From an optimization exercise on the open Yosys and OpenROAD flow, aimed at small area, a short achievable clock period and few clock cycles; shortcuts taken in it are not production practice. No functional check of the RTL was part of any run shown here.

==> flow/design.v, too long to show whole: its modules and the start of the top module <==
// module fixed_mul_q: 1408 lines
// module mac_fa: 4 lines
// module mac_ha: 4 lines
// module perceptron_trainer_fixed: 113 lines
module perceptron_trainer_fixed
#(
    parameter int             tam        = 16,
    parameter logic [tam-1:0] LR         = 16'h0400,
    parameter int             MAX_EPOCHS = 32
) (
    input  logic                 clk,
    input  logic                 rst,
    input  logic                 start,
    input  logic [3:0][tam-1:0]  in1,
    input  logic [3:0][tam-1:0]  in2,
    input  logic [3:0][tam-1:0]  d,
    input  logic [tam-1:0]       w0_init,
    input  logic [tam-1:0]       w1_init,
    input  logic [tam-1:0]       w2_init,
    output logic [tam-1:0]       w0,
    output logic [tam-1:0]       w1,
    output logic [tam-1:0]       w2,
    output logic                 busy,
    output logic                 done,
    output logic                 converged,
    output logic [7:0]           epoch_cnt
);
  // ...
==> flow/flow/run.sh <==
#!/bin/bash
set -euo pipefail
export SETUP_SLACK_MARGIN="$(cat flow/setup_margin)"
# Port buffers: the smallest plain buffer rather than buffer_ports' default pick.
export BUFFER_PORTS_ARGS="-buffer_cell sky130_fd_sc_hd__buf_1"
bash standard.sh finish > flow_make.log 2>&1
==> flow/flow/setup_margin <==
6
==> flow/standard.sh <==
#!/bin/bash
# synth_recipe.tcl (not shown) runs the flow's synth.tcl, then flattens the netlist and writes it again
# the make line also repeats each setting of config.mk as NAME=value (left out here)
make -C /OpenROAD-flow-scripts/flow DESIGN_CONFIG=/design/flow/config.mk WORK_HOME=/design/flow/orfs CLKGATE_MAP_FILE= SYNTH_SCRIPT=/design/flow/synth_recipe.tcl "${@:-finish}"
==> flow/config.mk <==
export PLATFORM = sky130hd
export DESIGN_NAME = perceptron_trainer_fixed
export DESIGN_NICKNAME = perceptron_trainer_fixed
export VERILOG_FILES = /design/flow/design.v
export SDC_FILE = /design/flow/constraint.sdc
export NUM_CORES = 4
export LEC_CHECK = 0
export CAP_MARGIN = 20
export CORE_MARGIN = 2
export CORE_UTILIZATION = 40
export CTS_BUF_LIST = sky130_fd_sc_hd__clkbuf_8
export SLEW_MARGIN = 20
export SYNTH_HIERARCHICAL = 1
export SYNTH_MINIMUM_KEEP_SIZE = 0
export TNS_END_PERCENT = 10
==> flow/constraint.sdc <==
create_clock -name core_clock -period 13.0 [get_ports {clk}]
set_input_delay 2.6000 -clock core_clock [delete_from_list [all_inputs] [get_ports {clk}]]
set_output_delay 2.6000 -clock core_clock [all_outputs]
set_load 0.01 [all_outputs]
==> summary.md, run 1 <==
In this run the register-to-register setup slack is 6.28 ns. Leaving out the clock tree, the finished layout contains an inverter count of 38. In the synthesized netlist, mux cells make up 0.181% of the area.

In this run the worst hold path is classified as register to register. Setup repair after global routing left no endpoint under its margin. The mapped netlist covers 18,000 µm².

The worst path in the final design needs a cycle of 6.72 ns, including I/O delays and setup. Met3 wirelength from detailed routing: 3510 µm. The largest registers in the layout are w0_q (16), w1_q (16), w2_q (16).

The number of max-cap violations was 0. Synthesis inferred 124 register bits. The maximum fanout along the worst path is 39, and the area growth from synthesis to layout is 14.9%. Summing all placed instances gives a cell area of 19,300 µm². The run finished with no timing, DRC or antenna violations. The worst hold path passes through 2 cells. The number of violations reported at the end of detailed-routing iteration 0 was 1,398. For this design, the slowest cell found on the critical path is sky130_fd_sc_hd__fa_1. The tools report the filler-free cell count of the finished design as 2,729. STA classifies the critical path endpoint as a register. In this run the post-CTS setup repair buffer count came out at 65. The reg-to-reg critical path startpoint was w1_q[12].

The die width is 216 µm. The root buffer cell chosen for the clock tree is sky130_fd_sc_hd__clkbuf_8. Across the routed clock network, the largest skew measured is 0.0200 ns. The final standard cell area without fillers came out at 20,700 µm².

The most frequent cell on the critical path was sky130_fd_sc_hd__fa_1. At the pin with the least slew margin, the transition time is 1.12 ns. The floorplan step defined a die boundary enclosing 46,700 µm².
==> module perceptron_trainer_fixed, before the edit <==
module perceptron_trainer_fixed
#(
    parameter int             tam        = 16,
    parameter logic [tam-1:0] LR         = 16'h0400,
    parameter int             MAX_EPOCHS = 32
) (
    input  logic                 clk,
    input  logic                 rst,
    input  logic                 start,
    input  logic [3:0][tam-1:0]  in1,
    input  logic [3:0][tam-1:0]  in2,
    input  logic [3:0][tam-1:0]  d,
    input  logic [tam-1:0]       w0_init,
    input  logic [tam-1:0]       w1_init,
    input  logic [tam-1:0]       w2_init,
    output logic [tam-1:0]       w0,
    output logic [tam-1:0]       w1,
    output logic [tam-1:0]       w2,
    output logic                 busy,
    output logic                 done,
    output logic                 converged,
    output logic [7:0]           epoch_cnt
);
    logic           busy_q, done_q, conv_q;
    logic [tam-1:0] w0_q, w1_q, w2_q;
    logic [tam-1:0] x1_q, x2_q;
    logic [7:0]     x1o_q, x1t_q, x2o_q, x2t_q;    
    logic           t_q;
    logic [1:0]     idx_q, streak_q;
    logic [5:0]     epoch_q;
    logic           accept, pos, err, fin, clean4, last;
    logic [1:0]     nidx;
    logic [tam-1:0] nx1, nx2;
    logic [tam-1:0] dx1, dx2, u0, u1, u2;
    assign accept = start && !busy_q;
    function automatic logic [7:0] b_one(input logic [tam-1:0] x);
        for (int k = 0; k < 8; k++)
            b_one[k] = x[2*k] ^ ((k == 0) ? 1'b0 : x[2*k-1]);
    endfunction
    function automatic logic [7:0] b_two(input logic [tam-1:0] x);
        logic h, m, l;
        for (int k = 0; k < 8; k++) begin
            h = x[2*k+1];
            m = x[2*k];
            l = (k == 0) ? 1'b0 : x[2*k-1];
            b_two[k] = (h & ~m & ~l) | (~h & m & l);
        end
    endfunction
    fixed_mul_q u_mac (
        .w0(w0_q),
        .w1(w1_q), .x1(x1_q), .x1one(x1o_q), .x1two(x1t_q),
        .w2(w2_q), .x2(x2_q), .x2one(x2o_q), .x2two(x2t_q),
        .pos(pos)
    );
    assign err = pos != t_q;
    assign dx1 = {{2{x1_q[tam-1]}}, x1_q[tam-1:2]};
    assign dx2 = {{2{x2_q[tam-1]}}, x2_q[tam-1:2]};
    assign u0  = {w0_q[tam-1:10] + (t_q ? 6'h01 : 6'h3F), w0_q[9:0]};
    assign u1  = w1_q + (dx1 ^ {tam{~t_q}}) + {{(tam-1){1'b0}}, ~t_q};
    assign u2  = w2_q + (dx2 ^ {tam{~t_q}}) + {{(tam-1){1'b0}}, ~t_q};
    assign last   = (idx_q == 2'd3);
    assign clean4 = (streak_q == 2'd3) && !err;
    assign fin    = clean4 || (last && epoch_q == 6'(MAX_EPOCHS));
    assign nidx   = busy_q ? idx_q + 2'd1 : 2'd0;
    assign nx1    = in1[nidx];
    assign nx2    = in2[nidx];
    always_ff @(posedge clk) begin
        if (rst) begin
            busy_q <= 1'b0;
            done_q <= 1'b0;
        end else if (accept) begin
            busy_q <= 1'b1;
            done_q <= 1'b0;
        end else if (busy_q && fin) begin
            busy_q <= 1'b0;
            done_q <= 1'b1;
        end
    end
    always_ff @(posedge clk) begin
        x1_q  <= nx1;
        x2_q  <= nx2;
        x1o_q <= b_one(nx1);
        x1t_q <= b_two(nx1);
        x2o_q <= b_one(nx2);
        x2t_q <= b_two(nx2);
        t_q  <= (d[nidx] != '0);
        if (accept) begin
            w0_q     <= w0_init;
            w1_q     <= w1_init;
            w2_q     <= w2_init;
            idx_q    <= 2'd0;
            streak_q <= 2'd0;
            epoch_q  <= 6'd1;
        end else if (busy_q) begin
            if (err) begin
                w0_q <= u0;
                w1_q <= u1;
                w2_q <= u2;
            end
            idx_q    <= idx_q + 2'd1;
            streak_q <= err ? 2'd0 : streak_q + 2'd1;
            if (last && !fin) epoch_q <= epoch_q + 6'd1;
            conv_q <= clean4;
        end
    end
    assign w0        = w0_q;
    assign w1        = w1_q;
    assign w2        = w2_q;
    assign busy      = busy_q;
    assign done      = done_q;
    assign converged = conv_q;
    assign epoch_cnt = {2'b00, epoch_q};
endmodule
==> inputs of run 2 (changes only) <==
--- a/flow/design.v
+++ b/flow/design.v
@@ -1511,5 +1511,5 @@
             idx_q    <= 2'd0;
             streak_q <= 2'd0;
-            epoch_q  <= 6'd1;
+            epoch_q  <= 6'd0;
         end else if (busy_q) begin
             if (err) begin
@@ -1520,5 +1520,5 @@
             idx_q    <= idx_q + 2'd1;
             streak_q <= err ? 2'd0 : streak_q + 2'd1;
-            if (last && !fin) epoch_q <= epoch_q + 6'd1;
+            if (idx_q == 2'd0) epoch_q <= epoch_q + 6'd1;
             conv_q <= clean4;
         end
==> flow/flow/setup_margin (replaced) <==
6.5
==> run 2 against run 1 <==
Utilization up 1.2 points. Sequential cell count stayed put. First-iteration DRC count up 2.6%. Setup slack gained 0.28 ns. Die area up 0.61%. Critical path type unchanged. Critical endpoint is now w1_q[12]. Largest cell class unchanged. Highest routed layer unchanged.
==> summary.md, run 2 <==
The fraction of layout instances using a drive strength above 1 is 15.3% (was 9.79%). Commonest cells after routing, fill and taps aside: 299 x sky130_fd_sc_hd__buf_1, 293 x sky130_fd_sc_hd__xnor2_1, 210 x sky130_fd_sc_hd__a22oi_1 (was 302 x sky130_fd_sc_hd__xnor2_1, 299 x sky130_fd_sc_hd__buf_1, 233 x sky130_fd_sc_hd__a22oi_1). Library cell with the highest instance count after synthesis: sky130_fd_sc_hd__xnor2_1 (unchanged). The run gives 6 (unchanged) as the number of optimization iterations in the first detailed-route pass.

The tools report the relative max-transition margin as 38.0% (was 24.8%). The delay of the slowest cell on the worst path was 0.56 ns (was 0.63 ns); the total of warnings raised by yosys was 7 (unchanged). The run gives 0 (unchanged) as the quantity of hold-fixing buffers added after cts.

The number of inserted filler cells in the final layout was 4,134 (was 4,306). The most common library cell in the layout ignoring fill and taps is sky130_fd_sc_hd__buf_1 (was sky130_fd_sc_hd__xnor2_1). The run gives 124 (unchanged) as the number of sinks on the clock net.

The adder-cell share of the synthesized area was 33.2% (was 33.3%); the instance count of the mapped netlist was 1,849 (was 1,864). The share of Yosys cell area claimed by the top area cell type was 24.8% (was 24.9%). The logs give 67 (was 65) for the count of different cell masters after synthesis and 16.4% (was 16.5%) for the sequential-to-total area share from yosys stat. The buffers plus inverters on the worst setup path was 2 (was 3); the register bit total from synthesis was 124 (unchanged). The fraction of the mapped netlist area in compound gates works out to 19.2% (was 18.7%).

The global-route wire length before repair was 94,000 µm (was 91,500 µm); the post-synthesis xor/xnor area fraction was 17.0% (was 16.9%). The time the worst path needs with I/O delays and setup was 6.44 ns (was 6.72 ns). The final critical-path setup slack was 6.56 ns (was 6.28 ns).

The pin count of the biggest net entering global routing is 69 (unchanged), and the count of input and output buffers is 299 (unchanged). The category of the most critical setup path was register to register (unchanged). The area growth from synthesis to layout was 17.3% (was 14.9%).

The slowest stage cell on the critical path was sky130_fd_sc_hd__edfxtp_1 (was sky130_fd_sc_hd__fa_1). The most frequent cell on the critical path was sky130_fd_sc_hd__fa_1 (unchanged). The maximum buffer depth of the clock tree came out at 2 (unchanged).

Number of max-cap violations: 0 (unchanged). The maximum fanout along the worst path works out to 10 (was 39). The post-synthesis instance area is 18,100 µm² (was 18,000 µm²). For the final weighted congestion in routability-driven placement, the log shows 0.906 (was 0.960). The post-placement setup slack is 5.38 ns (was 5.76 ns).

The area of the die is 47,000 µm² (was 46,700 µm²), and the per-instance average area after synthesis is 9.79 µm² (was 9.65 µm²). TritonCTS built the clock tree. Max-slew violation count: 0 (unchanged).

The mux share of post-synthesis cell area was 0.124% (was 0.181%); the proportion of synthesized flip-flops having asynchronous set or reset was 0% (unchanged). The count of flip-flops with a built-in enable after synthesis is 49 (unchanged). The number of buffers added by the clock tree synthesis step was 17 (unchanged). The residual overflow from global routing was 0 (unchanged); the global-route usage over all layers was 26.5% (was 25.8%).

Per-cell routed wire length: 22.8 µm (was 22.1 µm). Worst path cell trace: buf_6 > a22oi_2 > xnor2_2 > fa_1 > fa_1 > fa_2 > fa_2 > fa_1 > fa_1 > inv_2 > ha_4 > xnor2_2 > nor4_2 > nand4_1 > o221ai_2 > o22ai_4 > xnor2_4 > a21oi_4 (was buf_4 > a22oi_1 > xnor2_1 > fa_1 > fa_1 > fa_1 > fa_1 > fa_1 > fa_1 > inv_1 > ha_1 > xnor2_1 > nor4_2 > nand4_1 > o221ai_2 > o22ai_2 > xnor2_4 > a21oi_4 > clkbuf_8). The setup skew after layout is 0.0235 ns (was 0.0200 ns). The clock root buffer is sky130_fd_sc_hd__clkbuf_8 (unchanged).

The core region area was 44,400 µm² (was 44,300 µm²); the arrival time of the worst setup path was 6.60 ns (was 6.88 ns). The part of the cycle the worst path needs was 49.5% (was 51.7%). The tools report the count of nets after finishing as 2,706 (was 2,709). Most used standard cells in the synthesized netlist: 306 x sky130_fd_sc_hd__xnor2_1, 234 x sky130_fd_sc_hd__a22oi_1, 224 x sky130_fd_sc_hd__fa_1 (was 303 x sky130_fd_sc_hd__xnor2_1, 234 x sky130_fd_sc_hd__a22oi_1, 224 x sky130_fd_sc_hd__fa_1).

The path class of the lowest-slack min-delay path is register to register (unchanged). The run finished with no timing, DRC or antenna violations. The critical path endpoint category is a register (unchanged). The via count of the first global-routing pass came out at 16,000 (was 15,600). The total count of hold-check failures in the final report is 0 (unchanged). Setup repair after global routing could not meet its margin everywhere.

For the number of placed I/O pins, the log shows 302 (unchanged). The tools report the post-detailed-route DRC marker count as 0 (unchanged). The top cell family by delay on the critical path was adder cells (unchanged). The largest area contributor in the netlist is sky130_fd_sc_hd__fa_1 (unchanged). The number of H-tree branching levels was 4 (unchanged); the number of vias in the routed layout was 15,500 (was 15,600). Combinational family with the most area after synthesis: adder cells (unchanged).

The logs give 40.8% (was 40.6%) for the initial core utilization and 0 (unchanged) for the post-route antenna net violation count. The most used flip-flop cell after synthesis is sky130_fd_sc_hd__dfxtp_1 (unchanged). Regs by FF count: w0_q (16), w1_q (16), w2_q (16) (unchanged).

The logs give 46,600 µm (was 46,100 µm) for the sum of net half-perimeters after detailed placement and 155 MHz (was 149 MHz) for the top achievable clock speed. The tools report the count of standard-cell rows as 77 (unchanged). The tools report the clock latency at the later pin of the worst-skew pair as 0.52 ns (about the same).

Count of endpoints failing setup in the final report: 0 (unchanged). Vertical extent of the die: 217 µm (was 216 µm). The sum of routed wire length over all layers was 62,200 µm (was 60,300 µm); the clock-pin transition on the worst setup and hold timing paths was 0.09 ns (about the same).

The total negative slack for setup checks is 0 ns (unchanged), and the post-detailed-route via-to-cell ratio is 5.69 (was 5.71). The simple-gate area share of the yosys netlist is 8.73% (was 9.08%). The data required time of the worst path came out at 13.17 ns (was 13.16 ns).

The die width came out at 217 µm (was 216 µm). Category of the worst setup path launch point: a register (unchanged). The number of antenna violations at the first check in global routing is 5 (was 2), and the number of violations reported at the end of detailed-routing iteration 0 is 1,435 (was 1,398). Top area cells in the synthesized netlist: sky130_fd_sc_hd__fa_1 25%, sky130_fd_sc_hd__xnor2_1 15%, sky130_fd_sc_hd__a22oi_1 9.7% (was sky130_fd_sc_hd__fa_1 25%, sky130_fd_sc_hd__xnor2_1 15%, sky130_fd_sc_hd__a22oi_1 9.8%). The slew at the pin closest to its max-slew limit works out to 0.929 ns (was 1.12 ns).
-- run 2: changes by cell type in the layout (fill, tap and decap cells not counted), moves of 7 or more --
cell	before	now
sky130_fd_sc_hd__a22oi_1	233	210
sky130_fd_sc_hd__a22oi_2	1	24
sky130_fd_sc_hd__a31oi_1	38	16
sky130_fd_sc_hd__a31oi_2	1	17
sky130_fd_sc_hd__dfxtp_2	39	32
sky130_fd_sc_hd__dfxtp_4	1	9
sky130_fd_sc_hd__fa_1	224	174
sky130_fd_sc_hd__fa_2	0	50
sky130_fd_sc_hd__nand2b_1	10	20
sky130_fd_sc_hd__nor2_1	53	36
sky130_fd_sc_hd__o21ai_1	19	7
sky130_fd_sc_hd__o22ai_1	0	12
sky130_fd_sc_hd__xnor2_1	302	293
sky130_fd_sc_hd__xnor2_2	0	12
-- run 2: final timing paths --
kind                 start  slack [ns]  endpoint  depth (start not counted)
setup / recovery   w1_q[1]        6.56  w1_q[12]                         18
setup reg to reg   w1_q[1]        6.56  w1_q[12]                         18
hold / removal    idx_q[1]        0.48  idx_q[1]                          2
hold reg to reg   idx_q[1]        0.48  idx_q[1]                          2
-- run 2: kinds of logic (layout without fill, tap and decap cells) --
family,count (synthesis),count (layout)
adders and majority gates,346,346
xor gates and xnor gates,352,352
AOI/OAI and AO/OA,484,485
muxes,1,1
other,2,13
DFF,124,124
and+or+nand+nor,326,326
buffers and inverters,214,488
-- run 2: final cells by class --
type / count / area, µm² / share of cell area, %
multi-input cells: 1518 / 14700 / 69.0
clock buffers: 17 / 234 / 1.10
diodes: 5 / 12.5 / 0.0589
well taps: 592 / 741 / 3.49
inverters: 41 / 154 / 0.725
flip-flops and latches: 124 / 3050 / 14.3
clock inverters: 15 / 171 / 0.807
repair buffers: 415 / 2220 / 10.5
-- run 2: what timing repair did --
item / 4_1_cts / 5_1_grt
resized for setup: 51 / 102
pin swaps: 11 / 76
gates cloned: 1 / 0
buffers inserted: 85 / 10
setup endpoints to repair: 43 / 42
-- run 2: worst min-delay path, delay by kind of cell (launching register included) --
family	cells	cell delay [ns]
flops	1	0.34
simple gates	2	0.11
-- run 2: routing by layer --
metal | up-vias | track usage (%) | part of all wire (%)
met5 | - | 0 | 0
met4 | 0 | 12.1 | 4.2
met3 | 123 | 3.84 | 6.0
met2 | 682 | 47.4 | 52
met1 | 7702 | 31.3 | 38
li1 | 7012 | - | -
-- run 2: metrics by stage --
step | cells | instance area, µm² | hold WS, ns | util [%]
final | 2727 | 21200 | 0.485 | 47.8
after global routing | 2727 | 21200 | 0.509 | 47.8
after CTS | 2712 | 20800 | 0.488 | 46.8
after detailed placement | 2594 | 19400 | 0.469 | 43.6
after global placement | 2594 | 19400 | 0.458 | 43.6
after floorplan | 1855 | 18200 | 0.439 | -
-- run 2: per-module statistics from Yosys (local to each module, per instance) --
module,copies in the design,cells,flip-flops and latches
fixed_mul_q,1,810,0
mac_fa,220,1,0
mac_ha,32,1,0
perceptron_trainer_fixed,1,787,124
==> inputs of run 3 (changes only) <==
==> flow/flow/setup_margin (replaced) <==
6
==> run 3 against run 2 <==
Setup slack worse by 0.20 ns. Synthesized area stayed put. First-iteration DRC count is 25% lower. Register-to-register slack worse by 0.20 ns.
==> summary.md, run 3 <==
The pin count of the biggest net entering global routing was 69 (unchanged); the time the worst path needs with I/O delays and setup was 6.64 ns (was 6.44 ns). Category of the worst setup path launch point: a register (unchanged). The area growth from synthesis to layout was 13.3% (was 17.3%). The smallest hold slack came out at 0.472 ns (was 0.485 ns).

The sum of routed wire length over all layers was 60,000 µm (was 62,200 µm). The sum of net half-perimeters after detailed placement is 46,500 µm (was 46,600 µm), and the per-instance average area after synthesis is 9.79 µm² (unchanged).

The part of the cycle the worst path needs was 51.1% (was 49.5%); the global-route usage over all layers was 25.5% (was 26.5%). Post-synthesis instance area: 18,100 µm² (unchanged). The critical path endpoint category is a register (unchanged). The core region area was 44,400 µm² (unchanged). The top achievable clock speed was 151 MHz (was 155 MHz).

The number of sinks on the clock net is 124 (unchanged), and the vertical extent of the die is 217 µm (unchanged). The tools report the count of standard-cell rows as 77 (unchanged). The most used flip-flop cell after synthesis is sky130_fd_sc_hd__dfxtp_1 (unchanged).

The largest area contributor in the netlist was sky130_fd_sc_hd__fa_1 (unchanged). For the total of warnings raised by yosys, the log shows 7 (unchanged).

The share of Yosys cell area claimed by the top area cell type was 24.8% (unchanged); the count of different cell masters after synthesis was 67 (unchanged). Library cell with the highest instance count after synthesis: sky130_fd_sc_hd__xnor2_1 (unchanged). The number of buffers added by the clock tree synthesis step is 17 (unchanged). Setup repair after global routing left no endpoint under its margin. Commonest cells after routing, fill and taps aside: 305 x sky130_fd_sc_hd__xnor2_1, 299 x sky130_fd_sc_hd__buf_1, 234 x sky130_fd_sc_hd__a22oi_1 (was 299 x sky130_fd_sc_hd__buf_1, 293 x sky130_fd_sc_hd__xnor2_1, 210 x sky130_fd_sc_hd__a22oi_1). The logs give 2 (unchanged) for the maximum buffer depth of the clock tree and 6.36 ns (was 6.56 ns) for the final critical-path setup slack.

The count of nets after finishing was 2,676 (was 2,706); the per-cell routed wire length was 22.2 µm (was 22.8 µm). Most common library cell in the layout ignoring fill and taps: sky130_fd_sc_hd__xnor2_1 (was sky130_fd_sc_hd__buf_1). Path class of the lowest-slack min-delay path: register to register (unchanged).

For the area of the die, the log shows 47,000 µm² (unchanged). The number of H-tree branching levels was 4 (unchanged); the via count of the first global-routing pass was 15,400 (was 16,000). Most used standard cells in the synthesized netlist: 306 x sky130_fd_sc_hd__xnor2_1, 234 x sky130_fd_sc_hd__a22oi_1, 224 x sky130_fd_sc_hd__fa_1 (unchanged). The post-detailed-route via-to-cell ratio was 5.66 (was 5.69). For the residual overflow from global routing, the log shows 0 (unchanged). The run gives 40.8% (unchanged) as the initial core utilization. The number of placed I/O pins is 302 (unchanged). The slew at the pin closest to its max-slew limit is 0.921 ns (was 0.929 ns), and the proportion of synthesized flip-flops having asynchronous set or reset is 0% (unchanged).

Top area cells in the synthesized netlist: sky130_fd_sc_hd__fa_1 25%, sky130_fd_sc_hd__xnor2_1 15%, sky130_fd_sc_hd__a22oi_1 9.7% (unchanged). Clock-pin transition on the worst setup and hold timing paths: 0.09 ns (about the same). Data required time of the worst path: 13.18 ns (was 13.17 ns). The count of flip-flops with a built-in enable after synthesis is 49 (unchanged).

The number of vias in the routed layout is 15,300 (was 15,500). Regs by FF count: w0_q (16), w1_q (16), w2_q (16) (unchanged). Setup skew after layout: 0.0155 ns (was 0.0235 ns). The sequential-to-total area share from yosys stat came out at 16.4% (unchanged). Category of the most critical setup path: register to register (unchanged). The register-to-register setup slack is 6.36 ns (was 6.56 ns). The run finished with no timing, DRC or antenna violations.

The number of instances in the placed design is 2,592 (was 2,594), and the max-slew violation count is 0 (unchanged). The register bit total from synthesis was 124 (unchanged); the post-route antenna net violation count was 0 (unchanged). The post-placement setup slack is 5.64 ns (was 5.38 ns), and the number of max-cap violations is 0 (unchanged). TritonCTS built the clock tree.

The count of endpoints failing setup in the final report was 0 (unchanged). The clock root buffer was sky130_fd_sc_hd__clkbuf_8 (unchanged). The fraction of layout instances using a drive strength above 1 is 9.48% (was 15.3%), and the filler-free cell count of the finished design is 2,697 (was 2,727). The logs give 38.3% (was 38.0%) for the relative max-transition margin and 0 (unchanged) for the post-detailed-route DRC marker count. The total count of hold-check failures in the final report was 0 (unchanged); the number of antenna violations at the first check in global routing was 3 (was 5). Total negative slack for setup checks: 0 ns (unchanged). The number of optimization iterations in the first detailed-route pass was 8 (was 6). Number of inserted filler cells in the final layout: 4,255 (was 4,134). The logs give 6.82 ns (was 6.60 ns) for the arrival time of the worst setup path and 0 (unchanged) for the quantity of hold-fixing buffers added after cts.

Count of input and output buffers: 299 (unchanged). Global-route wire length before repair: 90,700 µm (was 94,000 µm). The die width was 217 µm (unchanged); the final weighted congestion in routability-driven placement was 0.942 (was 0.906). The maximum fanout along the worst path is 38 (was 10), and the number of violations reported at the end of detailed-routing iteration 0 is 1,077 (was 1,435).

The clock latency at the later pin of the worst-skew pair is 0.50 ns (was 0.52 ns), and the instance count of the mapped netlist is 1,849 (unchanged).
-- run 3: changes by cell type in the layout (fill, tap and decap cells not counted), moves of 9 or more --
cell,change
sky130_fd_sc_hd__xnor2_2,-11
sky130_fd_sc_hd__fa_2,-50
sky130_fd_sc_hd__fa_1,+50
sky130_fd_sc_hd__a22oi_1,+24
sky130_fd_sc_hd__a22oi_2,-24
sky130_fd_sc_hd__buf_4,-20
sky130_fd_sc_hd__dfxtp_4,-9
sky130_fd_sc_hd__xnor2_1,+12
-- run 3: worst max-delay path, cell delays in order (launching register included) --
cell and delay [ns]:
sky130_fd_sc_hd__edfxtp_1 0.59, sky130_fd_sc_hd__buf_4 0.28, sky130_fd_sc_hd__a22oi_1 0.22, sky130_fd_sc_hd__xnor2_1 0.11
sky130_fd_sc_hd__fa_1 0.62, sky130_fd_sc_hd__fa_1 0.48, sky130_fd_sc_hd__fa_1 0.46, sky130_fd_sc_hd__fa_1 0.51
sky130_fd_sc_hd__fa_1 0.43, sky130_fd_sc_hd__fa_1 0.54, sky130_fd_sc_hd__inv_1 0.05, sky130_fd_sc_hd__ha_1 0.30
sky130_fd_sc_hd__xnor2_1 0.15, sky130_fd_sc_hd__nor4_2 0.25, sky130_fd_sc_hd__nand4_1 0.14, sky130_fd_sc_hd__o21ai_0 0.25
sky130_fd_sc_hd__o22ai_2 0.21, sky130_fd_sc_hd__xnor2_2 0.23, sky130_fd_sc_hd__a21oi_4 0.20, sky130_fd_sc_hd__buf_12 0.27
-- run 3: metrics by stage --
| step | util, % | cell area (µm²) |
|---|---|---|
| 2_1_floorplan | - | 18100 |
| 3_3_place_gp | 43.6 | 19400 |
| 6_report | 46.2 | 20500 |
| 5_1_grt | 46.2 | 20500 |
| 3_5_place_dp | 43.6 | 19400 |
| 4_1_cts | 45.9 | 20400 |
-- run 3: cells by family (layout without fill, tap and decap cells) --
| group | Yosys count | in the layout | share of synthesized area (%) |
|---|---|---|---|
| AOI/OAI and AO/OA | 484 | 484 | 19.2 |
| xor gates and xnor gates | 352 | 352 | 17.0 |
| adders and majority gates | 346 | 346 | 33.2 |
| and+or+nand+nor | 326 | 326 | 8.73 |
| buffers and inverters | 214 | 459 | 5.24 |
| DFF | 124 | 124 | 16.4 |
| other | 2 | 13 | 0.0415 |
| muxes | 1 | 1 | 0.124 |
-- run 3: final timing paths --
check,startpoint,to,cells after the start
worst max register to register,w2_q[6],w2_q[4],19
worst min-delay path,done_q,done_q,2
worst min register to register,done_q,done_q,2
worst max-delay path,w2_q[6],w2_q[4],19
-- run 3: repair_timing --
item                       CTS  global route
setup endpoints to repair   40            40
resized for setup           12            29
setup buffers               60             8
-- run 3: cell type report --
class / instances / area [µm²] / share of cell area, %
antenna: 5 / 12.5 / 0.0610
multi-input combinational: 1517 / 14200 / 69.4
sequential: 124 / 3020 / 14.7
clock buffer: 17 / 234 / 1.14
clock inverter: 15 / 196 / 0.957
timing repair buffer: 386 / 1930 / 9.38
tap: 592 / 741 / 3.61
inverter: 41 / 154 / 0.750
-- run 3: routing by layer --
metal	routed length, µm	up-vias	GRT usage [%]
li1	-	6920	-
met1	23400	7586	31.6
met2	30500	650	44.9
met3	3880	99	3.91
met4	2180	0	9.41
met5	0	-	0
-- run 3: modules after synthesis, one instance, submodules excluded --
| module | area (µm²) | copies in the design | cells inside |
|---|---|---|---|
| mac_fa | 20.0 | 220 | 1 |
| perceptron_trainer_fixed | 7320 | 1 | 787 |
| mac_ha | 12.5 | 32 | 1 |
| fixed_mul_q | 5980 | 1 | 810 |
==> inputs of run 4 (changes only) <==
==> flow/flow/setup_margin (replaced) <==
7
==> run 4 against run 3 <==
Highest routed layer unchanged. Register-to-register slack gained 0.32 ns. Final area grew 4.6%. Critical path type unchanged. Still clean on timing, DRC and antenna. Critical endpoint is now w1_q[11]. Utilization grew 2.1 points. Clock skew grew 0.0061 ns.
==> summary.md, run 4 <==
TritonCTS built the clock tree. The instance count of the mapped netlist is 1,849 (unchanged), and the count of input and output buffers is 299 (unchanged). The register bit total from synthesis works out to 124 (unchanged).

The tools report the category of the worst setup path launch point as a register (unchanged). Area of the die: 47,000 µm² (unchanged). Per-instance average area after synthesis: 9.79 µm² (unchanged). Top area cells in the synthesized netlist: sky130_fd_sc_hd__fa_1 25%, sky130_fd_sc_hd__xnor2_1 15%, sky130_fd_sc_hd__a22oi_1 9.7% (unchanged). The sum of net half-perimeters after detailed placement was 46,500 µm (about the same); the arrival time of the worst setup path was 6.53 ns (was 6.82 ns). The tools report the critical path endpoint category as a register (unchanged). Placed instance area: 19,900 µm² (was 19,400 µm²). The tools report the total negative slack for setup checks as 0 ns (unchanged). The logs give 0 (unchanged) for the count of endpoints failing setup in the final report and 44,400 µm² (unchanged) for the core region area. Global-route usage over all layers: 25.8% (was 25.5%). The part of the cycle the worst path needs is 48.6% (was 51.1%), and the global-route wire length before repair is 92,200 µm (was 90,700 µm). The clock-pin transition on the worst setup and hold timing paths is 0.09 ns (about the same). The vertical extent of the die is 217 µm (unchanged), and the register-to-register setup slack is 6.68 ns (was 6.36 ns).

The end of the worst hold path is idx_q[1] (was done_q). Regs by FF count: w0_q (16), w1_q (16), w2_q (16) (unchanged). For the total count of hold-check failures in the final report, the log shows 0 (unchanged).

The run gives 2,726 (was 2,697) as the filler-free cell count of the finished design. Library cell with the highest instance count after synthesis: sky130_fd_sc_hd__xnor2_1 (unchanged). The tools report the post-route antenna net violation count as 0 (unchanged). The path class of the lowest-slack min-delay path was register to register (unchanged). The area growth from synthesis to layout was 18.5% (was 13.3%). The run gives 4 (unchanged) as the number of H-tree branching levels. The count of different cell masters after synthesis is 67 (unchanged), and the final standard cell area without fillers is 21,500 µm² (was 20,500 µm²). The beginning of the worst hold path is idx_q[1] (was done_q).

The largest area contributor in the netlist is sky130_fd_sc_hd__fa_1 (unchanged). The post-detailed-route DRC marker count is 0 (unchanged). The category of the most critical setup path was register to register (unchanged). The sequential-to-total area share from yosys stat is 16.4% (unchanged).

The slowest stage cell on the critical path was sky130_fd_sc_hd__fa_1 (unchanged). The tools report the number of antenna violations at the first check in global routing as 3 (unchanged). The logs give 6.03 ns (was 5.64 ns) for the post-placement setup slack and 61,300 µm (was 60,000 µm) for the sum of routed wire length over all layers. The setup skew after layout came out at 0.0217 ns (was 0.0155 ns).

Most used flip-flop cell after synthesis: sky130_fd_sc_hd__dfxtp_1 (unchanged). The quantity of hold-fixing buffers added after cts was 0 (unchanged); the share of Yosys cell area claimed by the top area cell type was 24.8% (unchanged). Clock latency at the later pin of the worst-skew pair: 0.52 ns (was 0.50 ns). The count of nets after finishing was 2,707 (was 2,676). The reg-to-reg critical path startpoint is w2_q[9] (was w2_q[6]). The per-cell routed wire length is 22.5 µm (was 22.2 µm).

The relative max-transition margin is 28.2% (was 38.3%). Setup repair after global routing could not meet its margin everywhere. The post-synthesis instance area is 18,100 µm² (unchanged), and the proportion of synthesized flip-flops having asynchronous set or reset is 0% (unchanged). The count of flip-flops with a built-in enable after synthesis works out to 49 (unchanged). Pin count of the biggest net entering global routing: 69 (unchanged). Most common library cell in the layout ignoring fill and taps: sky130_fd_sc_hd__buf_1 (was sky130_fd_sc_hd__xnor2_1). The initial core utilization was 40.8% (unchanged). The cell depth of the worst flop-to-flop path is 20 (was 19), and the maximum buffer depth of the clock tree is 2 (unchanged).

The post-detailed-route via-to-cell ratio was 5.65 (was 5.66); the number of vias in the routed layout was 15,400 (was 15,300). The tools report the residual overflow from global routing as 0 (unchanged). Commonest cells after routing, fill and taps aside: 299 x sky130_fd_sc_hd__buf_1, 297 x sky130_fd_sc_hd__xnor2_1, 182 x sky130_fd_sc_hd__a22oi_1 (was 305 x sky130_fd_sc_hd__xnor2_1, 299 x sky130_fd_sc_hd__buf_1, 234 x sky130_fd_sc_hd__a22oi_1).

The time the worst path needs with I/O delays and setup was 6.32 ns (was 6.64 ns); the final critical-path setup slack was 6.68 ns (was 6.36 ns). The top achievable clock speed was 158 MHz (was 151 MHz); the data required time of the worst path was 13.22 ns (was 13.18 ns). The run finished with no timing, DRC or antenna violations. The max-slew violation count was 0 (unchanged). The delay of the slowest cell on the worst path is 0.61 ns (was 0.62 ns), and the count of standard-cell rows is 77 (unchanged). Most used standard cells in the synthesized netlist: 306 x sky130_fd_sc_hd__xnor2_1, 234 x sky130_fd_sc_hd__a22oi_1, 224 x sky130_fd_sc_hd__fa_1 (unchanged).

The maximum fanout along the worst path works out to 6 (was 38). Worst path cell trace: buf_6 > a22oi_2 > xnor2_2 > fa_1 > fa_2 > fa_2 > fa_2 > fa_1 > fa_1 > inv_1 > ha_1 > xnor2_1 > nor3_1 > nand4_1 > o221ai_2 > o22ai_4 > xnor2_2 > a21oi_4 > buf_12 > clkbuf_16 (was buf_4 > a22oi_1 > xnor2_1 > fa_1 > fa_1 > fa_1 > fa_1 > fa_1 > fa_1 > inv_1 > ha_1 > xnor2_1 > nor4_2 > nand4_1 > o21ai_0 > o22ai_2 > xnor2_2 > a21oi_4 > buf_12). For the final weighted congestion in routability-driven placement, the log shows 0.928 (was 0.942). The total of warnings raised by yosys is 7 (unchanged).

The die width came out at 217 µm (unchanged). Endpoint of the worst register-to-register path: w1_q[11] (was w2_q[4]). The slew at the pin closest to its max-slew limit was 1.08 ns (was 0.921 ns).

The tools report the number of violations reported at the end of detailed-routing iteration 0 as 1,232 (was 1,077). The run gives 6 (was 8) as the number of optimization iterations in the first detailed-route pass. The run gives 17 (unchanged) as the number of buffers added by the clock tree synthesis step. The number of placed I/O pins came out at 302 (unchanged). The clock root buffer was sky130_fd_sc_hd__clkbuf_8 (unchanged). The number of sinks on the clock net is 124 (unchanged).

The fraction of layout instances using a drive strength above 1 was 17.2% (was 9.48%); the count of cells along the worst hold path was 2 (unchanged). The number of instances in the placed design came out at 2,596 (was 2,592). The number of max-cap violations was 0 (unchanged); the via count of the first global-routing pass was 15,800 (was 15,400).
[run 4: Yosys stat by module, one instance, submodules excluded]
module / flops+latches / cells / cell area (µm²) / times used
mac_fa: 0 / 1 / 20.0 / 220
mac_ha: 0 / 1 / 12.5 / 32
fixed_mul_q: 0 / 810 / 5980 / 1
perceptron_trainer_fixed: 124 / 787 / 7320 / 1
[run 4: cells by family (layout without fill, tap and decap cells)]
kind of cell	count (synthesis)	count (layout)	synth area share, %
AOI/OAI and AO/OA	484	484	19.2
xor gates and xnor gates	352	352	17.0
adders and majority gates	346	346	33.2
and+or+nand+nor	326	326	8.73
buffers and inverters	214	490	5.24
DFF	124	124	16.4
other	2	11	0.0415
muxes	1	1	0.124
[run 4: worst max-delay path: cells and delay by family (launching register included)]
family / cells / cell delay [ns]
AND/OR/NAND/NOR: 2 / 0.44
XOR/XNOR: 3 / 0.47
flip-flops: 1 / 0.56
buffers and inverters: 4 / 0.60
AO/OA/AOI/OAI: 4 / 0.76
adder cells (fa/ha/maj): 7 / 3.16
[run 4: cell type report]
cell class / count / area, µm²
Fill cell: 4122 / 23000
Multi-Input combinational cell: 1517 / 14900
Sequential cell: 124 / 3050
Timing Repair Buffer: 417 / 2290
Tap cell: 592 / 741
Clock buffer: 18 / 248
Inverter: 41 / 154
Clock inverter: 14 / 105
Antenna cell: 3 / 7.51
[run 4: routing by layer]
| metal | GRT usage, % | vias up | share of wire [%] |
|---|---|---|---|
| li1 | - | 7004 | - |
| met1 | 32.1 | 7601 | 39 |
| met2 | 45.4 | 693 | 50 |
| met3 | 3.07 | 107 | 6.1 |
| met4 | 10.7 | 0 | 4.3 |
| met5 | 0 | - | 0 |
[run 4: worst max path at each step]
stage / startpoint / endpoint / cells after the start
floorplan: w1_q[7] / w0_q[10] / 19
global placement: w1_q[1] / w2_q[0] / 18
detailed placement: w1_q[8] / w2_q[6] / 18
CTS: w2_q[10] / w2_q[15] / 19
global route: w1_q[1] / w1_q[11] / 21
finish: w2_q[9] / w1_q[11] / 20
[run 4: metrics by stage]
step / hold WS [ns] / utilization (%)
6_report: 0.481 / 48.3
3_5_place_dp: 0.458 / 44.7
4_1_cts: 0.473 / 47.5
3_3_place_gp: 0.456 / 44.7
5_1_grt: 0.484 / 48.3
2_1_floorplan: 0.439 / -
[run 4: what timing repair did]
item                                    in CTS  in global routing
cloned                                       0                  5
setup buffers                               81                  9
gates resized for setup                     38                 52
pin swaps                                    0                 33
endpoints found under the setup margin      43                 43
==> inputs of run 5 (changes only) <==
--- a/flow/flow/run.sh
+++ b/flow/flow/run.sh
@@ -4,3 +4,5 @@
 # Port buffers: the smallest plain buffer rather than buffer_ports' default pick.
 export BUFFER_PORTS_ARGS="-buffer_cell sky130_fd_sc_hd__buf_1"
+# Clock tree: no dummy balancing loads, larger sink clusters.
+export CTS_ARGS="-sink_clustering_enable -repair_clock_nets -buf_list sky130_fd_sc_hd__clkbuf_8 -dont_use_dummy_load -sink_clustering_size 24 -sink_clustering_max_diameter 60"
 bash standard.sh finish > flow_make.log 2>&1
==> flow/flow/setup_margin (replaced) <==
6
==> run 5 against run 4 <==
Register-to-register slack got worse by 0.39 ns. Still clean. Critical endpoint is now busy_q. Synthesized area unchanged. Non-clock buffer count decreased by 28. Clock skew increased by 0.0071 ns. Routed wire length decreased by 2.4%. Sequential share of layout area increased by 0.67 points. Highest routed layer unchanged. Largest cell class unchanged. Setup slack got worse by 0.39 ns.
==> summary.md, run 5 <==
For the sum of routed wire length over all layers, the log shows 59,800 µm (was 61,300 µm). The residual overflow from global routing is 0 (unchanged). The number of buffers added by the clock tree synthesis step is 17 (unchanged), and the clock-pin transition on the worst setup and hold timing paths is 0.09 ns (about the same). The setup skew after layout was 0.0288 ns (was 0.0217 ns); the number of vias in the routed layout was 15,200 (was 15,400).

The max-slew violation count was 0 (unchanged); the maximum buffer depth of the clock tree was 2 (unchanged). The logs give 0 ns (unchanged) for the total negative slack for setup checks and 18,100 µm² (unchanged) for the post-synthesis instance area. The run gives 13.39 ns (was 13.22 ns) as the data required time of the worst path. The final weighted congestion in routability-driven placement came out at 0.942 (was 0.928). Setup repair after global routing could not meet its margin everywhere.

The tools report the sequential-to-total area share from yosys stat as 16.4% (unchanged). The tools report the top achievable clock speed as 149 MHz (was 158 MHz). The count of different cell masters after synthesis came out at 67 (unchanged). The register bit total from synthesis came out at 124 (unchanged). The post-placement setup slack is 5.64 ns (was 6.03 ns). Number of optimization iterations in the first detailed-route pass: 6 (unchanged).

Vertical extent of the die: 217 µm (unchanged). The run gives 1,849 (unchanged) as the instance count of the mapped netlist. Clock root buffer: sky130_fd_sc_hd__clkbuf_8 (unchanged). For the global-route wire length before repair, the log shows 90,600 µm (was 92,200 µm).

The number of violations reported at the end of detailed-routing iteration 0 is 1,129 (was 1,232). The logs give 124 (unchanged) for the number of sinks on the clock net and 0 (unchanged) for the count of endpoints failing setup in the final report. The tools report the category of the worst setup path launch point as a register (unchanged). Most used flip-flop cell after synthesis: sky130_fd_sc_hd__dfxtp_1 (unchanged).

The run gives 44,400 µm² (unchanged) as the core region area. The tools report the via count of the first global-routing pass as 15,400 (was 15,800). The area growth from synthesis to layout was 12.2% (was 18.5%); the share of Yosys cell area claimed by the top area cell type was 24.8% (unchanged). The number of H-tree branching levels was 4 (unchanged). The critical path endpoint category was a register (unchanged). For the area of the die, the log shows 47,000 µm² (unchanged). The proportion of synthesized flip-flops having asynchronous set or reset is 0% (unchanged). The run finished with no timing, DRC or antenna violations. Library cell with the highest instance count after synthesis: sky130_fd_sc_hd__xnor2_1 (unchanged).

Commonest cells after routing, fill and taps aside: 306 x sky130_fd_sc_hd__xnor2_1, 299 x sky130_fd_sc_hd__buf_1, 234 x sky130_fd_sc_hd__a22oi_1 (was 299 x sky130_fd_sc_hd__buf_1, 297 x sky130_fd_sc_hd__xnor2_1, 182 x sky130_fd_sc_hd__a22oi_1). The logs give 0 (unchanged) for the number of max-cap violations and 25.5% (was 25.8%) for the global-route usage over all layers. The number of instances in the placed design was 2,592 (was 2,596). The initial core utilization was 40.8% (unchanged); the die width was 217 µm (unchanged). The count of nets after finishing came out at 2,679 (was 2,707). For the total of warnings raised by yosys, the log shows 7 (unchanged).

The count of flip-flops with a built-in enable after synthesis works out to 49 (unchanged). The filler-free cell count of the finished design was 2,683 (was 2,726). The core utilization of the finished layout came out at 45.8% (was 48.3%). Most used standard cells in the synthesized netlist: 306 x sky130_fd_sc_hd__xnor2_1, 234 x sky130_fd_sc_hd__a22oi_1, 224 x sky130_fd_sc_hd__fa_1 (unchanged).

The number of placed I/O pins came out at 302 (unchanged). The count of standard-cell rows is 77 (unchanged), and the total count of hold-check failures in the final report is 0 (unchanged). The pin count of the biggest net entering global routing is 69 (unchanged), and the slew at the pin closest to its max-slew limit is 0.896 ns (was 1.08 ns). The most common library cell in the layout ignoring fill and taps was sky130_fd_sc_hd__xnor2_1 (was sky130_fd_sc_hd__buf_1). The logs give 3 (unchanged) for the number of antenna violations at the first check in global routing and 6.29 ns (was 6.68 ns) for the register-to-register setup slack. The tools report the post-route antenna net violation count as 0 (unchanged). TritonCTS built the clock tree. Regs by FF count: w0_q (16), w1_q (16), w2_q (16) (unchanged). The maximum fanout along the worst path works out to 7 (was 6).

Category of the most critical setup path: register to register (unchanged). The per-instance average area after synthesis came out at 9.79 µm² (unchanged). The relative max-transition margin came out at 40.3% (was 28.2%). Fraction of layout instances using a drive strength above 1: 8.96% (was 17.2%).

The time the worst path needs with I/O delays and setup is 6.71 ns (was 6.32 ns), and the placed instance area is 19,400 µm² (was 19,900 µm²). The number of inserted filler cells in the final layout is 4,276 (was 4,122), and the per-cell routed wire length is 22.3 µm (was 22.5 µm). The final critical-path setup slack is 6.29 ns (was 6.68 ns), and the post-detailed-route via-to-cell ratio is 5.65 (about the same). The final standard cell area without fillers is 20,300 µm² (was 21,500 µm²). The post-detailed-route DRC marker count is 0 (unchanged).

The arrival time of the worst setup path was 7.10 ns (was 6.53 ns); the clock latency at the later pin of the worst-skew pair was 0.51 ns (was 0.52 ns). The sum of net half-perimeters after detailed placement is 46,500 µm (about the same). The path class of the lowest-slack min-delay path was register to register (unchanged).

The part of the cycle the worst path needs was 51.6% (was 48.6%); the count of input and output buffers was 299 (unchanged). Top area cells in the synthesized netlist: sky130_fd_sc_hd__fa_1 25%, sky130_fd_sc_hd__xnor2_1 15%, sky130_fd_sc_hd__a22oi_1 9.7% (unchanged). Largest area contributor in the netlist: sky130_fd_sc_hd__fa_1 (unchanged).
-- run 5: cell count changes in the layout (fill, tap and decap cells not counted), sizes merged --
| cell | previous run | this run |
|---|---|---|
| clkinvlp | 1 | 0 |
| clkinv | 8 | 0 |
| buf | 415 | 389 |
| clkbuf | 20 | 17 |
| inv | 45 | 41 |
| bufinv | 1 | 0 |
-- run 5: cells by family (layout without fill, tap and decap cells) --
logic type	Yosys count	count (layout)	share of synthesized area, %
compound gates	484	484	19.2
xor+xnor	352	352	17.0
fa+ha+maj	346	346	33.2
simple gates	326	326	8.73
buf+inv	214	447	5.24
flops	124	124	16.4
other cells	2	11	0.0415
mux	1	1	0.124
-- run 5: per-module statistics from Yosys (local to each module, per instance) --
module	flip-flops and latches	copies in the design	cells	area, µm²
perceptron_trainer_fixed	124	1	787	7320
fixed_mul_q	0	1	810	5980
mac_ha	0	32	1	12.5
mac_fa	0	220	1	20.0
-- run 5: layout make-up --
| cell class | instances | area (µm²) | share of cell area (%) |
|---|---|---|---|
| tap | 592 | 741 | 3.64 |
| antenna | 3 | 7.51 | 0.0369 |
| clock buffer | 17 | 234 | 1.15 |
| sequential | 124 | 3020 | 14.9 |
| multi-input combinational | 1517 | 14200 | 70.0 |
| timing repair buffer | 389 | 1940 | 9.52 |
| inverter | 41 | 154 | 0.757 |
-- run 5: stage by stage --
stage	hold slack, ns
floorplan	0.439
finish	0.471
detailed placement	0.462
global route	0.496
CTS	0.475
global placement	0.445
-- run 5: what timing repair did --
item | in CTS | in global routing
hold buffers | 0 | 0
setup endpoints to repair | 40 | 40
gates resized for setup | 12 | 28
setup buffers | 63 | 8
-- run 5: metal layers --
metal / part of all wire [%] / vias up / GRT usage (%) / wire length (µm)
met5: 0 / - / 0 / 0
met4: 3.7 / 0 / 10.3 / 2200
met3: 6.9 / 94 / 4.05 / 4140
met2: 51 / 672 / 44.6 / 30400
met1: 39 / 7490 / 31.3 / 23100
li1: - / 6911 / - / -
-- run 5: path summary, 6_finish.rpt --
check                           startpoint     end  cells after the start
worst max-delay path               w1_q[1]  busy_q                     20
worst min-delay path                done_q  done_q                      2
worst max register to register     w1_q[1]  busy_q                     20
worst min register to register      done_q  done_q                      2
-- run 5: critical path, stage by stage (launching register included) --
cell                       delay [ns]
sky130_fd_sc_hd__edfxtp_1        0.56
sky130_fd_sc_hd__buf_4           0.25
sky130_fd_sc_hd__a22oi_1         0.20
sky130_fd_sc_hd__xnor2_1         0.16
sky130_fd_sc_hd__fa_1            0.46
sky130_fd_sc_hd__fa_1            0.49
sky130_fd_sc_hd__fa_1            0.53
sky130_fd_sc_hd__fa_1            0.53
sky130_fd_sc_hd__fa_1            0.46
sky130_fd_sc_hd__fa_1            0.57
sky130_fd_sc_hd__inv_1           0.05
sky130_fd_sc_hd__ha_1            0.30
sky130_fd_sc_hd__xnor2_1         0.15
sky130_fd_sc_hd__nor4_2          0.27
sky130_fd_sc_hd__nand4_1         0.15
sky130_fd_sc_hd__o21ai_0         0.25
sky130_fd_sc_hd__o22ai_2         0.20
sky130_fd_sc_hd__xnor2_1         0.45
sky130_fd_sc_hd__and2_1          0.24
sky130_fd_sc_hd__o21ai_0         0.12
sky130_fd_sc_hd__nor3b_1         0.20
==> inputs of run 6 (changes only) <==
--- a/flow/design.v
+++ b/flow/design.v
@@ -1498,4 +1498,19 @@
     end
     always_ff @(posedge clk) begin
+        if (rst) begin
+            w0_q <= '0;
+            w1_q <= '0;
+            w2_q <= '0;
+        end else if (accept) begin
+            w0_q <= w0_init;
+            w1_q <= w1_init;
+            w2_q <= w2_init;
+        end else if (busy_q && err) begin
+            w0_q <= u0;
+            w1_q <= u1;
+            w2_q <= u2;
+        end
+    end
+    always_ff @(posedge clk) begin
         x1_q  <= nx1;
         x2_q  <= nx2;
@@ -1506,16 +1521,8 @@
         t_q  <= (d[nidx] != '0);
         if (accept) begin
-            w0_q     <= w0_init;
-            w1_q     <= w1_init;
-            w2_q     <= w2_init;
             idx_q    <= 2'd0;
             streak_q <= 2'd0;
             epoch_q  <= 6'd0;
         end else if (busy_q) begin
-            if (err) begin
-                w0_q <= u0;
-                w1_q <= u1;
-                w2_q <= u2;
-            end
             idx_q    <= idx_q + 2'd1;
             streak_q <= err ? 2'd0 : streak_q + 2'd1;
==> flow/flow/run.sh (replaced) <==
#!/bin/bash
set -euo pipefail
export SETUP_SLACK_MARGIN="$(cat flow/setup_margin)"
# Port buffers: the smallest plain buffer rather than buffer_ports' default pick.
export BUFFER_PORTS_ARGS="-buffer_cell sky130_fd_sc_hd__buf_1"
bash standard.sh finish > flow_make.log 2>&1
==> run 6 against run 5 <==
Setup slack worse by 0.093 ns. Still clean. Clock-buffer cell count unchanged. Highest routed layer unchanged. Critical path type unchanged. Critical path depth increased by 2. Global-route usage grew 0.66 points. Routed wire length rose by 3.2%.
==> summary.md, run 6 <==
Proportion of synthesized flip-flops having asynchronous set or reset: 0% (unchanged). The category of the most critical setup path is register to register (unchanged). The tools report the sum of net half-perimeters after detailed placement as 48,000 µm (was 46,500 µm). Total inserted antenna cells: 0 (was 3). The delay of the slowest cell on the worst path is 0.58 ns (was 0.57 ns). The library cell with the highest instance count after synthesis is sky130_fd_sc_hd__xnor2_1 (unchanged). The relative max-transition margin came out at 36.0% (was 40.3%). The most frequent cell on the critical path was sky130_fd_sc_hd__fa_1 (unchanged). The count of endpoints failing setup in the final report came out at 0 (unchanged). Setup repair after global routing could not meet its margin everywhere. The run gives 1.01 (was 0.942) as the final weighted congestion in routability-driven placement. Residual overflow from global routing: 0 (unchanged). Count of flip-flops with a built-in enable after synthesis: 1 (was 49).

The part of the cycle the worst path needs was 52.3% (was 51.6%); the data required time of the worst path was 13.46 ns (was 13.39 ns). For the number of vias in the routed layout, the log shows 15,700 (was 15,200). The number of inserted filler cells in the final layout was 4,336 (was 4,276); the global-route usage over all layers was 26.2% (was 25.5%). The count of input and output buffers came out at 299 (unchanged). Path class of the lowest-slack min-delay path: register to register (unchanged). For the setup skew after layout, the log shows 0.0242 ns (was 0.0288 ns).

Slowest stage cell on the critical path: sky130_fd_sc_hd__fa_1 (unchanged). The end point of the critical path is w1_q[14] (was busy_q). The flow ran to the end and the layout has no timing, DRC or antenna violations. The number of sinks on the clock net was 124 (unchanged); the area growth from synthesis to layout was 11.8% (was 12.2%). The fraction of layout instances using a drive strength above 1 works out to 7.60% (was 8.96%).

The per-cell routed wire length was 22.6 µm (was 22.3 µm). TritonCTS built the clock tree. For the post-synthesis instance area, the log shows 17,900 µm² (was 18,100 µm²).

The number of antenna violations at the first check in global routing is 2 (was 3), and the number of placed I/O pins is 302 (unchanged). For the clock latency at the later pin of the worst-skew pair, the log shows 0.53 ns (was 0.51 ns). The share of Yosys cell area claimed by the top area cell type came out at 25.0% (was 24.8%).

The logs give 13.9% (was 16.4%) for the sequential-to-total area share from yosys stat and 6.20 ns (was 6.29 ns) for the register-to-register setup slack. The tools report the number of violations reported at the end of detailed-routing iteration 0 as 1,297 (was 1,129).

Most used standard cells in the synthesized netlist: 308 x sky130_fd_sc_hd__xnor2_1, 238 x sky130_fd_sc_hd__a22oi_1, 224 x sky130_fd_sc_hd__fa_1 (was 306 x sky130_fd_sc_hd__xnor2_1, 234 x sky130_fd_sc_hd__a22oi_1, 224 x sky130_fd_sc_hd__fa_1). The maximum fanout along the worst path works out to 25 (was 7). Clock root buffer: sky130_fd_sc_hd__clkbuf_8 (unchanged). Top area cells in the synthesized netlist: sky130_fd_sc_hd__fa_1 25%, sky130_fd_sc_hd__xnor2_1 15%, sky130_fd_sc_hd__dfxtp_1 14% (was sky130_fd_sc_hd__fa_1 25%, sky130_fd_sc_hd__xnor2_1 15%, sky130_fd_sc_hd__a22oi_1 9.7%).

The slew at the pin closest to its max-slew limit is 0.955 ns (was 0.896 ns). The critical path endpoint category is a register (unchanged). The clock-pin transition on the worst setup and hold timing paths was 0.09 ns (about the same); the total of warnings raised by yosys was 7 (unchanged). For the core region area, the log shows 44,200 µm² (was 44,400 µm²). For the core utilization of the finished layout, the log shows 45.3% (was 45.8%). The endpoint of the worst register-to-register path is w1_q[14] (was busy_q). The smallest hold slack is 0.458 ns (was 0.471 ns).

The register bit total from synthesis came out at 124 (unchanged). Most common library cell in the layout ignoring fill and taps: sky130_fd_sc_hd__xnor2_1 (unchanged). Per-instance average area after synthesis: 9.18 µm² (was 9.79 µm²). The tools report the sum of routed wire length over all layers as 61,700 µm (was 59,800 µm). The tools report the post-detailed-route DRC marker count as 0 (unchanged). Commonest cells after routing, fill and taps aside: 305 x sky130_fd_sc_hd__xnor2_1, 298 x sky130_fd_sc_hd__buf_1, 238 x sky130_fd_sc_hd__a22oi_1 (was 306 x sky130_fd_sc_hd__xnor2_1, 299 x sky130_fd_sc_hd__buf_1, 234 x sky130_fd_sc_hd__a22oi_1). The pin count of the biggest net entering global routing is 68 (was 69). The number of max-cap violations was 0 (unchanged); the global-route wire length before repair was 92,800 µm (was 90,600 µm). The die width was 216 µm (was 217 µm). The tools report the origin of the worst setup path as w2_q[12] (was w1_q[1]). The post-detailed-route via-to-cell ratio is 5.75 (was 5.65). The tools report the category of the worst setup path launch point as a register (unchanged). The time the worst path needs with I/O delays and setup is 6.80 ns (was 6.71 ns), and the maximum buffer depth of the clock tree is 2 (unchanged). For the quantity of hold-fixing buffers added after cts, the log shows 0 (unchanged). The number of buffers added by the clock tree synthesis step is 17 (unchanged), and the count of standard-cell rows is 77 (unchanged). The post-route antenna net violation count came out at 0 (unchanged). For the total negative slack for setup checks, the log shows 0 ns (unchanged).

Regs by FF count: w0_q (16), w1_q (16), w2_q (16) (unchanged). The tools report the via count of the first global-routing pass as 15,800 (was 15,400). For the total count of hold-check failures in the final report, the log shows 0 (unchanged). The number of H-tree branching levels was 4 (unchanged).

The run gives 40.5% (was 40.8%) as the initial core utilization. The logs give 2,720 (was 2,679) for the count of nets after finishing and 7.26 ns (was 7.10 ns) for the arrival time of the worst setup path. The largest area contributor in the netlist is sky130_fd_sc_hd__fa_1 (unchanged).

The tools report the reg-to-reg critical path startpoint as w2_q[12] (was w1_q[1]). The run gives 46,500 µm² (was 47,000 µm²) as the area of the die. The cell depth of the worst flop-to-flop path came out at 22 (was 20). Worst path cell trace: a22oi_1 > xnor2_1 > fa_1 > fa_1 > fa_1 > fa_1 > fa_1 > fa_1 > inv_1 > ha_1 > xnor2_1 > nor4_2 > nand4_1 > o21ai_0 > o22ai_2 > xnor2_2 > buf_4 > a21oi_4 > buf_12 > o21ai_1 > nor4b_1 > a221o_1 (was buf_4 > a22oi_1 > xnor2_1 > fa_1 > fa_1 > fa_1 > fa_1 > fa_1 > fa_1 > inv_1 > ha_1 > xnor2_1 > nor4_2 > nand4_1 > o21ai_0 > o22ai_2 > xnor2_1 > and2_1 > o21ai_0 > nor3b_1). The top achievable clock speed was 147 MHz (was 149 MHz); the max-slew violation count was 0 (unchanged). The count of cells along the worst hold path works out to 2 (unchanged). The vertical extent of the die was 216 µm (was 217 µm).

The most used flip-flop cell after synthesis was sky130_fd_sc_hd__dfxtp_1 (unchanged). The instance count of the mapped netlist came out at 1,952 (was 1,849). The tools report the count of different cell masters after synthesis as 66 (was 67). The number of optimization iterations in the first detailed-route pass is 6 (unchanged).
## run 6: per-stage QoR
| step | area (µm²) | cells | worst slack [ns] |
|---|---|---|---|
| finish | 20000 | 2736 | 6.20 |
| global route | 20000 | 2736 | 5.90 |
| floorplan | 17900 | 1958 | 6.56 |
| detailed placement | 19200 | 2691 | 5.06 |
| CTS | 19700 | 2723 | 6.01 |
| global placement | 19200 | 2691 | 5.24 |
## run 6: modules after synthesis (local to each module, per instance)
module	cells inside	times used	area, µm²	flip-flops and latches
fixed_mul_q	810	1	5980	0
perceptron_trainer_fixed	890	1	7130	124
mac_fa	1	220	20.0	0
mac_ha	1	32	12.5	0
## run 6: cell type report
cell class	count	area, µm²	share of cell area, %
sequential	124	2690	13.4
clock inverter	15	171	0.856
inverter	42	158	0.787
timing repair buffer	341	1490	7.43
tap	592	741	3.70
clock buffer	17	234	1.17
multi-input combinational	1605	14600	72.6
## run 6: layer usage
metal	part of all wire (%)	global-route usage, %
met2	50	45.2
met1	39	32.2
met3	6.3	3.23
met5	0	0
met4	5.0	12.9
## run 6: repair_timing
item / 4_1_cts / 5_1_grt
buffers inserted: 0 / 12
endpoints found under the setup margin: 41 / 38
gates cloned: 0 / 1
gates resized for setup: 62 / 65
pin swaps: 0 / 5
## run 6: worst max-delay path: cells and delay by family, from the launching register on
kind	cells	cell delay [ns]
adder cells (fa/ha/maj)	7	3.36
AO/OA/AOI/OAI	6	1.05
AND/OR/NAND/NOR	3	0.71
XOR/XNOR	3	0.62
flip-flops	1	0.52
buffers and inverters	3	0.47
## run 6: kinds of logic (layout without fill, tap and decap cells)
kind of cell | Yosys count | in the layout | synth area share (%)
AO/OA/AOI/OAI | 527 | 527 | 20.2
XOR/XNOR | 352 | 352 | 17.2
adder cells (fa/ha/maj) | 346 | 346 | 33.5
buffers and inverters | 229 | 415 | 5.42
flip-flops | 124 | 124 | 13.9
multiplexers | 2 | 2 | 0.182
other | 2 | 8 | 0.0419
AND/OR/NAND/NOR | 370 | 370 | 9.53
## run 6: worst min path at each step
stage	end	from
after detailed placement	done_q	done_q
after floorplan	idx_q[1]	idx_q[1]
after CTS	done_q	done_q
after global placement	idx_q[1]	idx_q[1]
final	done_q	done_q
after global routing	done_q	done_q
==> inputs of run 7 (changes only) <==
==> flow/flow/setup_margin (replaced) <==
7
==> run 7 against run 6 <==
Critical path depth is 3 lower. Critical path type unchanged. Sequential share of layout area down 0.93 points. Die area stayed put.
==> summary.md, run 7 <==
The post-detailed-route via-to-cell ratio came out at 5.80 (was 5.75). The share of Yosys cell area claimed by the top area cell type is 25.0% (unchanged). Count of flip-flops with a built-in enable after synthesis: 1 (unchanged). TritonCTS built the clock tree.

The maximum fanout along the worst path works out to 16 (was 25). Global-route wire length before repair: 98,700 µm (was 92,800 µm). The most used flip-flop cell after synthesis is sky130_fd_sc_hd__dfxtp_1 (unchanged). The arrival time of the worst setup path was 6.95 ns (was 7.26 ns). For the clock latency at the later pin of the worst-skew pair, the log shows 0.51 ns (was 0.53 ns). The time the worst path needs with I/O delays and setup was 6.52 ns (was 6.80 ns).

The most common library cell in the layout ignoring fill and taps is sky130_fd_sc_hd__buf_1 (was sky130_fd_sc_hd__xnor2_1). The tools report the number of sinks on the clock net as 124 (unchanged). Clock root buffer: sky130_fd_sc_hd__clkbuf_8 (unchanged). The logs give 4 (unchanged) for the number of H-tree branching levels and 1,952 (unchanged) for the instance count of the mapped netlist. The part of the cycle the worst path needs is 50.1% (was 52.3%), and the core region area is 44,200 µm² (unchanged).

The relative max-transition margin is 27.2% (was 36.0%), and the post-route antenna net violation count is 0 (unchanged). Commonest cells after routing, fill and taps aside: 298 x sky130_fd_sc_hd__buf_1, 280 x sky130_fd_sc_hd__xnor2_1, 199 x sky130_fd_sc_hd__nand2_1 (was 305 x sky130_fd_sc_hd__xnor2_1, 298 x sky130_fd_sc_hd__buf_1, 238 x sky130_fd_sc_hd__a22oi_1). Count of input and output buffers: 299 (unchanged). The data required time of the worst path is 13.43 ns (was 13.46 ns). The per-instance average area after synthesis works out to 9.18 µm² (unchanged). The flow ran to the end and the layout has no timing, DRC or antenna violations.

Beginning of the worst hold path: idx_q[1] (was done_q). The total negative slack for setup checks came out at 0 ns (unchanged). The path class of the lowest-slack min-delay path is register to register (unchanged).

Critical path endpoint category: a register (unchanged). Largest area contributor in the netlist: sky130_fd_sc_hd__fa_1 (unchanged). The total inserted antenna cells is 0 (unchanged), and the final weighted congestion in routability-driven placement is 0.967 (was 1.01). The vertical extent of the die is 216 µm (unchanged), and the cell depth of the worst flop-to-flop path is 19 (was 22).
-- run 7: final cells by class --
class	count	area (µm²)
fill	4139	22300
multi-input combinational	1606	15400
sequential	124	2750
timing repair buffer	460	2560
tap	592	741
clock buffer	17	234
clock inverter	14	158
inverter	42	158
-- run 7: kinds of logic after synthesis --
group	synth area share, %
buf+inv	5.42
flops	13.9
fa+ha+maj	33.5
compound gates	20.2
simple gates	9.53
xor+xnor	17.2
other cells	0.0419
mux	0.182
-- run 7: through the flow --
stage | util (%) | cells | setup slack, ns | cell area, µm²
2_1_floorplan | - | 1958 | 7.00 | 18300
6_report | 49.6 | 2855 | 6.48 | 21900
5_1_grt | 49.6 | 2855 | 6.34 | 21900
4_1_cts | 48.5 | 2828 | 6.72 | 21500
3_3_place_gp | 43.6 | 2682 | 5.32 | 19300
3_5_place_dp | 43.7 | 2683 | 5.19 | 19300
-- run 7: how the worst max path moves through the flow --
stage / startpoint / end / slack, ns
5_1_grt: x1o_q[0] / w2_q[0] / 6.34
3_3_place_gp: x1o_q[6] / w0_q[10] / 5.32
3_5_place_dp: x1o_q[6] / w0_q[10] / 5.19
2_1_floorplan: x1_q[13] / w1_q[15] / 7.00
4_1_cts: w2_q[11] / w1_q[14] / 6.72
6_report: x1o_q[0] / w1_q[15] / 6.48
-- run 7: per-layer routing --
layer	vias up	share of wire (%)	GRT usage, %
met3	159	7.4	4.24
met2	848	50	48.9
met4	0	5.9	15.0
li1	7399	-	-
met1	8146	37	33.2
met5	-	0	0
-- run 7: timing repair --
item                       in CTS  in global routing
setup endpoints to repair      43                 43
hold buffers                    0                  0
buffers inserted              110                 27
pin swaps                      90                 57
gates cloned                    4                  0
resized for setup             225                 61
-- run 7: per-module statistics from Yosys, one instance, submodules excluded --
module                    flip-flops and latches  times used  cells inside
perceptron_trainer_fixed                     124           1           890
mac_fa                                         0         220             1
fixed_mul_q                                    0           1           810
mac_ha                                         0          32             1
-- run 7: critical path: stages, from the launching register on --
cell	delay [ns]
sky130_fd_sc_hd__dfxtp_4	0.42
sky130_fd_sc_hd__o21ai_0	0.32
sky130_fd_sc_hd__xor2_1	0.28
sky130_fd_sc_hd__fa_2	0.54
sky130_fd_sc_hd__fa_2	0.59
sky130_fd_sc_hd__fa_2	0.44
sky130_fd_sc_hd__fa_2	0.35
sky130_fd_sc_hd__fa_2	0.55
sky130_fd_sc_hd__fa_1	0.44
sky130_fd_sc_hd__buf_4	0.15
sky130_fd_sc_hd__ha_1	0.20
sky130_fd_sc_hd__o21ai_0	0.21
sky130_fd_sc_hd__nor2_2	0.08
sky130_fd_sc_hd__nor3_4	0.33
sky130_fd_sc_hd__o221ai_2	0.14
sky130_fd_sc_hd__o22ai_2	0.27
sky130_fd_sc_hd__xnor2_2	0.16
sky130_fd_sc_hd__a21o_4	0.31
sky130_fd_sc_hd__or4_1	0.48
sky130_fd_sc_hd__a31oi_1	0.17

-- afterwards: timing with drivers on the ports --
Ports are ideal in the flow. The routed layouts listed here were re-timed in OpenROAD. Step 1 (the two cells are an assumption about what drives the block):
set clk [get_ports {clk}]
set_driving_cell -lib_cell sky130_fd_sc_hd__clkbuf_16 $clk
set_driving_cell -lib_cell sky130_fd_sc_hd__buf_2 [delete_from_list [all_inputs] $clk]
Step 2 also shifts input and output timing later by t, the mid clock arrival at the registers, as if the neighbouring blocks saw the same clock. a / b / c = no drivers / after step 1 / after step 2; a / b = the first two.
run	shift t [ns]	slack for setup (ns)	clock arrival spread, ns
run 1	0.562	6.284 / 6.284 / 6.284	0.023 / 0.023
run 2	0.568	6.563 / 6.563 / 6.563	0.023 / 0.024
run 3	0.557	6.361 / 6.361 / 6.361	0.016 / 0.015
run 4	0.560	6.681 / 6.681 / 6.681	0.022 / 0.022
run 5	0.550	6.294 / 6.294 / 6.294	0.029 / 0.029
run 6	0.569	6.200 / 6.200 / 6.200	0.024 / 0.025
run 7	0.555	6.481 / 6.481 / 6.481	0.021 / 0.021
After both steps every run listed still meets setup and hold.
